Source: an optimization exercise on an open RTL-to-GDS flow (aim: small area). Production flows keep margins and buffers that such runs may drop.
Where RTL was checked, it was by simulation tests only, not by an equivalence proof against the original.
Power figures rest on the tool's default switching activity, not on a simulated workload.

run C:
Design cpu_top, start of the top module:
module cpu_top (
    input  logic        clk,
    input  logic        reset,
    input  logic        i_imem_we,
    input  logic [3:0]  i_imem_addr,
    input  logic [15:0] i_imem_data,
    input  logic        i_hazard,
    input  logic        i_flush_req,
    input  logic        i_lock_req,
    input  logic        i_unlock_req,
    input  logic        i_auth_valid,
    output logic [3:0]  o_pc,
    output logic [1:0]  o_state,
    output logic        o_wb_valid,
    output logic [2:0]  o_wb_addr,
    output logic [3:0]  o_wb_data
);
Size in the first run: ~340 flip-flops, roughly 42 I/O pins, roughly 0.014 mm2 of cells after synthesis.
==> module execute_mem, before the edit <==
module execute_mem (
    input  logic      clk,
    input  logic      reset,
    input  logic      i_hold,
    input  logic      i_flush,
    input  logic      i_id_ex_valid,
    input  logic [cpu_pkg::ENC_W-1:0] i_id_ex_instr,
    output cpu_pkg::reg_addr_t o_rs1_addr,
    output cpu_pkg::reg_addr_t o_rs2_addr,
    input  cpu_pkg::data_t     i_rs1_data,
    input  cpu_pkg::data_t     i_rs2_data,
    output logic      o_redirect_valid,
    output cpu_pkg::pc_t       o_redirect_pc,
    output logic      o_wb_valid,
    output cpu_pkg::reg_addr_t o_wb_addr,
    output cpu_pkg::data_t     o_wb_data
);
    logic [2:0]          c;
    cpu_pkg::reg_addr_t  f1, f2, f3;
    logic                advance;
    logic                is_beq, is_store, is_load, writes;
    cpu_pkg::data_t      op_a, op_b, opnd, sum, alu_out;
    logic [1:0]          ex_mem_kind;
    cpu_pkg::reg_addr_t  ex_mem_rd;
    cpu_pkg::data_t      ex_mem_result;
    logic                ex_mem_sd3;       
    cpu_pkg::data_t      mem_result;
    cpu_pkg::data_t      dmem [cpu_pkg::DMEM_DEPTH];
    logic                mem_wb_wr;
    cpu_pkg::reg_addr_t  mem_wb_rd;
    cpu_pkg::data_t      mem_wb_data;
    assign {c, f1, f2, f3} = i_id_ex_instr;
    assign advance = !i_hold && !i_flush;
    assign is_beq   = c[2] && c[1];
    assign is_store = c == 3'b101;
    assign is_load  = c == 3'b100;
    assign writes   = (!c[2] || is_load) && f1 != 3'd0;
    assign o_rs1_addr = f2;
    assign o_rs2_addr = f3;
    function automatic logic [cpu_pkg::DATA_W-1:0] fwd(cpu_pkg::reg_addr_t src, cpu_pkg::data_t rf_data);
        logic [cpu_pkg::DATA_W-1:0] val;
        val = rf_data;
        if (ex_mem_kind[0] && ex_mem_rd == src) begin
            val = mem_result;
        end else if (mem_wb_wr && mem_wb_rd == src) begin
            val = mem_wb_data;
        end
        fwd = val;
    endfunction
    always_comb begin
        op_a = fwd(f2, i_rs1_data);
        op_b = fwd(f3, i_rs2_data);
        opnd = op_b;
        if (c == 3'b011 || c == 3'b100) opnd = {1'b0, f3};
        else if (c == 3'b101)           opnd = {1'b0, f1};
        sum = op_a + opnd;
        case (c)
            3'b001:  alu_out = op_a & op_b;
            3'b010:  alu_out = op_a ^ op_b;
            default: alu_out = sum;
        endcase
    end
    assign o_redirect_valid = i_id_ex_valid && is_beq && op_a == op_b && advance;
    assign o_redirect_pc    = {c[0], f1};
    always_ff @(posedge clk or posedge reset) begin
        if (reset) begin
            ex_mem_kind <= 2'b00;
            mem_wb_wr   <= 1'b0;
        end else if (i_flush) begin
            ex_mem_kind <= 2'b00;
            mem_wb_wr   <= 1'b0;
        end else if (!i_hold) begin
            ex_mem_kind <= {i_id_ex_valid && (is_load || is_store) && (writes || is_store),
                            i_id_ex_valid && writes};
            mem_wb_wr   <= ex_mem_kind[0];
        end
    end
    always_ff @(posedge clk) begin
        if (!i_hold) begin
            ex_mem_rd     <= is_store ? op_b[2:0] : f1;
            ex_mem_sd3    <= op_b[3];
            ex_mem_result <= alu_out;
            mem_wb_rd     <= ex_mem_rd;
            mem_wb_data   <= mem_result;
        end
    end
    always_ff @(posedge clk or posedge reset) begin
        if (reset) begin
            for (int i = 0; i < cpu_pkg::DMEM_DEPTH; i++) dmem[i] <= '0;
        end else if (ex_mem_kind == 2'b10 && advance) begin
            dmem[ex_mem_result] <= {ex_mem_sd3, ex_mem_rd};
        end
    end
    assign mem_result = ex_mem_kind[1] ? dmem[ex_mem_result] : ex_mem_result;
    assign o_wb_valid = mem_wb_wr && advance;
    assign o_wb_addr  = mem_wb_rd;
    assign o_wb_data  = mem_wb_data;
endmodule
clock: 5.0 ns
lec_check: 0
cap_margin: 20
core_margin: 2
core_utilization: 40
slew_margin: 20
standard.sh (not shown) runs the stock make flow with config.mk's settings and CLKGATE_MAP_FILE= SYNTH_SCRIPT=/design/flow/synth_recipe.tcl, a recipe that flattens the netlist after the stock synthesis.
==> flow/flow/run.sh <==
#!/bin/bash
# The standard layout (standard.sh), with three changes:
#  - synthesis maps logic with an area-oriented abc script (flow/synth.tcl);
#  - ports are buffered with the smallest buffer;
#  - the clock tree uses small buffers and no dummy loads.
# The whole run's output goes to flow_run.log here, each tool's to orfs/logs.
set -euo pipefail
export FLOW_WORK_DIR=$PWD
export FLOW_FLOW_DIR=$PWD/flow
export BUFFER_PORTS_ARGS="-buffer_cell sky130_fd_sc_hd__buf_1"
export CTS_ARGS="-sink_clustering_enable -repair_clock_nets -dont_use_dummy_load -buf_list sky130_fd_sc_hd__clkbuf_4 -sink_clustering_size 8 -sink_clustering_max_diameter 50"
sed "s#SYNTH_SCRIPT=[^ ]*#SYNTH_SCRIPT=$PWD/flow/synth.tcl#" standard.sh > my_standard.sh
grep -q "SYNTH_SCRIPT=$PWD/flow/synth.tcl" my_standard.sh
bash my_standard.sh > flow_run.log 2>&1
mkdir -p logs
cp -r orfs/logs/. logs/ 2>/dev/null || true
==> flow/flow/area.abc <==
strash
&get -n
&synch2
&syn2
&synch2
&put
dch -f
amap -F 3 -A 8
topo
==> flow/flow/synth.tcl <==
# The standard flow's synthesis script unchanged, with abc's mapping script replaced by
# an area-oriented one (flow/area.abc). abc maps only combinational logic.
proc abc {args} {
  set i [lsearch $args -script]
  if {$i >= 0} { lset args [expr {$i + 1}] $::env(FLOW_FLOW_DIR)/area.abc }
  yosys abc {*}$args
}
source $::env(FLOW_WORK_DIR)/synth_recipe.tcl
Relative to run C, the following input files were edited for run A:
-- flow/design.v --
<<< run C, line 22
    } ctrl_state_e;
    function automatic logic [ENC_W-1:0] encode(logic [INSTR_W-1:0] w);
        logic [ENC_W-1:0] e;
        logic [2:0] rd;
        rd = w[11:9];
        e  = '0;
        case (w[15:12])
            4'd1: e = {3'b000, rd, w[8:6], w[5:3]};
            4'd3: e = {3'b001, rd, w[8:6], w[5:3]};
            4'd6: e = {3'b010, rd, w[8:6], w[5:3]};
            4'd2: e = {3'b011, rd, w[8:6], w[2:0]};
            4'd4: e = (rd == 3'd0) ? '0 : {3'b100, rd, w[8:6], w[2:0]};
            4'd5: e = {3'b101, w[2:0], w[8:6], w[5:3]};
            4'd7: e = {2'b11, w[3], w[2:0], w[11:9], w[8:6]};
            4'd8: e = {2'b11, w[3], w[2:0], 3'd0, 3'd0};
            default: e = '0;
        endcase
        encode = e;
    endfunction
endpackage
>>> run A, line 22
    } ctrl_state_e;
    function automatic logic [ENC_W-1:0] encode(logic [INSTR_W-1:0] w);
        logic [2:0] c, f1, f2, f3;
        f1 = w[11:9];
        f2 = w[8:6];
        f3 = w[5:3];
        case (w[15:12])
            4'd1:    c = 3'b000;
            4'd3:    c = 3'b001;
            4'd6:    c = 3'b010;
            4'd2:    begin c = 3'b011; f3 = w[2:0]; end
            4'd4:    begin c = 3'b100; f3 = w[2:0]; end
            4'd5:    begin c = 3'b101; f1 = w[2:0]; end
            4'd7:    begin c = {2'b11, w[3]}; f1 = w[2:0]; f2 = w[11:9]; f3 = w[8:6]; end
            4'd8:    begin c = {2'b11, w[3]}; f1 = w[2:0]; f3 = w[8:6]; end
            default: begin c = 3'b000; f1 = 3'd0; end
        endcase
        encode = {c, f1, f2, f3};
    endfunction
endpackage
<<< run C, line 227
    logic                advance;
    logic                is_beq, is_store, is_load, writes;
    cpu_pkg::data_t      op_a, op_b, opnd, sum, alu_out;
    logic [1:0]          ex_mem_kind;
    cpu_pkg::reg_addr_t  ex_mem_rd;
>>> run A, line 227
    logic                advance;
    logic                is_beq, is_store, is_load, writes;
    cpu_pkg::data_t      op_a, op_b, opnd, diff, sum, alu_out;
    logic [1:0]          ex_mem_kind;
    cpu_pkg::reg_addr_t  ex_mem_rd;
<<< run C, line 261
        if (c == 3'b011 || c == 3'b100) opnd = {1'b0, f3};
        else if (c == 3'b101)           opnd = {1'b0, f1};
        sum = op_a + opnd;
        case (c)
            3'b001:  alu_out = op_a & op_b;
            3'b010:  alu_out = op_a ^ op_b;
            default: alu_out = sum;
        endcase
    end
    assign o_redirect_valid = i_id_ex_valid && is_beq && op_a == op_b && advance;
    assign o_redirect_pc    = {c[0], f1};
    always_ff @(posedge clk or posedge reset) begin
>>> run A, line 261
        if (c == 3'b011 || c == 3'b100) opnd = {1'b0, f3};
        else if (c == 3'b101)           opnd = {1'b0, f1};
        diff = op_a ^ opnd;
        sum  = op_a + opnd;
        case (c)
            3'b001:  alu_out = op_a & opnd;
            3'b010:  alu_out = diff;
            default: alu_out = sum;
        endcase
    end
    assign o_redirect_valid = i_id_ex_valid && is_beq && diff == '0 && advance;
    assign o_redirect_pc    = {c[0], f1};
    always_ff @(posedge clk or posedge reset) begin
- On cell count, the lower figure sits with run A, not run C.
- Comparing the two runs side by side, run A comes out behind run C on relative slew slack.
- Run C -> run A: violation count after the first detailed-route iteration decreased by more than 10%
- Diff run C and run A: share of layout cells above drive strength 1 lower in run C
- Diff run C -> run A: clock network fraction of total power rose 0.6 points, non-clock buffer count fell 2, simple-gate portion of the synthesized area fell 0.51 points, synthesized area about even.
- The via count in run A sits about 1% below the value recorded for run C.
- Count of nets after finishing in run A is about 2.4% lower than in run C
- Looking at final critical delay including setup and external delays across both flows, run A is the stronger of the two, with run C trailing.
- Looking at area taken by multi-input logic gates across run C and run A, the one that comes out lower is run A.
- Run A -> run C: sequential share of layout area flat
- Compared to run C, run A has clock-buffer cell count 2 higher.
Function not checked in run A: the RTL went through the layout flow alone.

[port drivers added, routing unchanged]
How much do the figures lean on ideal ports? The routed layouts below were timed once more, with nothing changed but the port constraints. Step 1 assumes that a clkbuf_16 drives the clock port and a buf_2 every other input. Step 2 times the ports against the registers' clock, not the clock port: input delays grow and output delays shrink by t, the midpoint of the rising clock arrivals with the driver on. Slacks: ideal ports / drivers / drivers and shift; pairs: ideal ports / drivers.
| run | t (ns) | setup WS [ns] | clock arrival spread, ns | pins driven straight from the clock port |
|---|---|---|---|---|
| run C | 0.731 | 0.530 / 0.530 / 0.530 | 0.116 / 0.116 | 1 |
| run A | 0.736 | 0.748 / 0.748 / 0.748 | 0.086 / 0.085 | 1 |
After both steps every run listed still meets setup and hold.
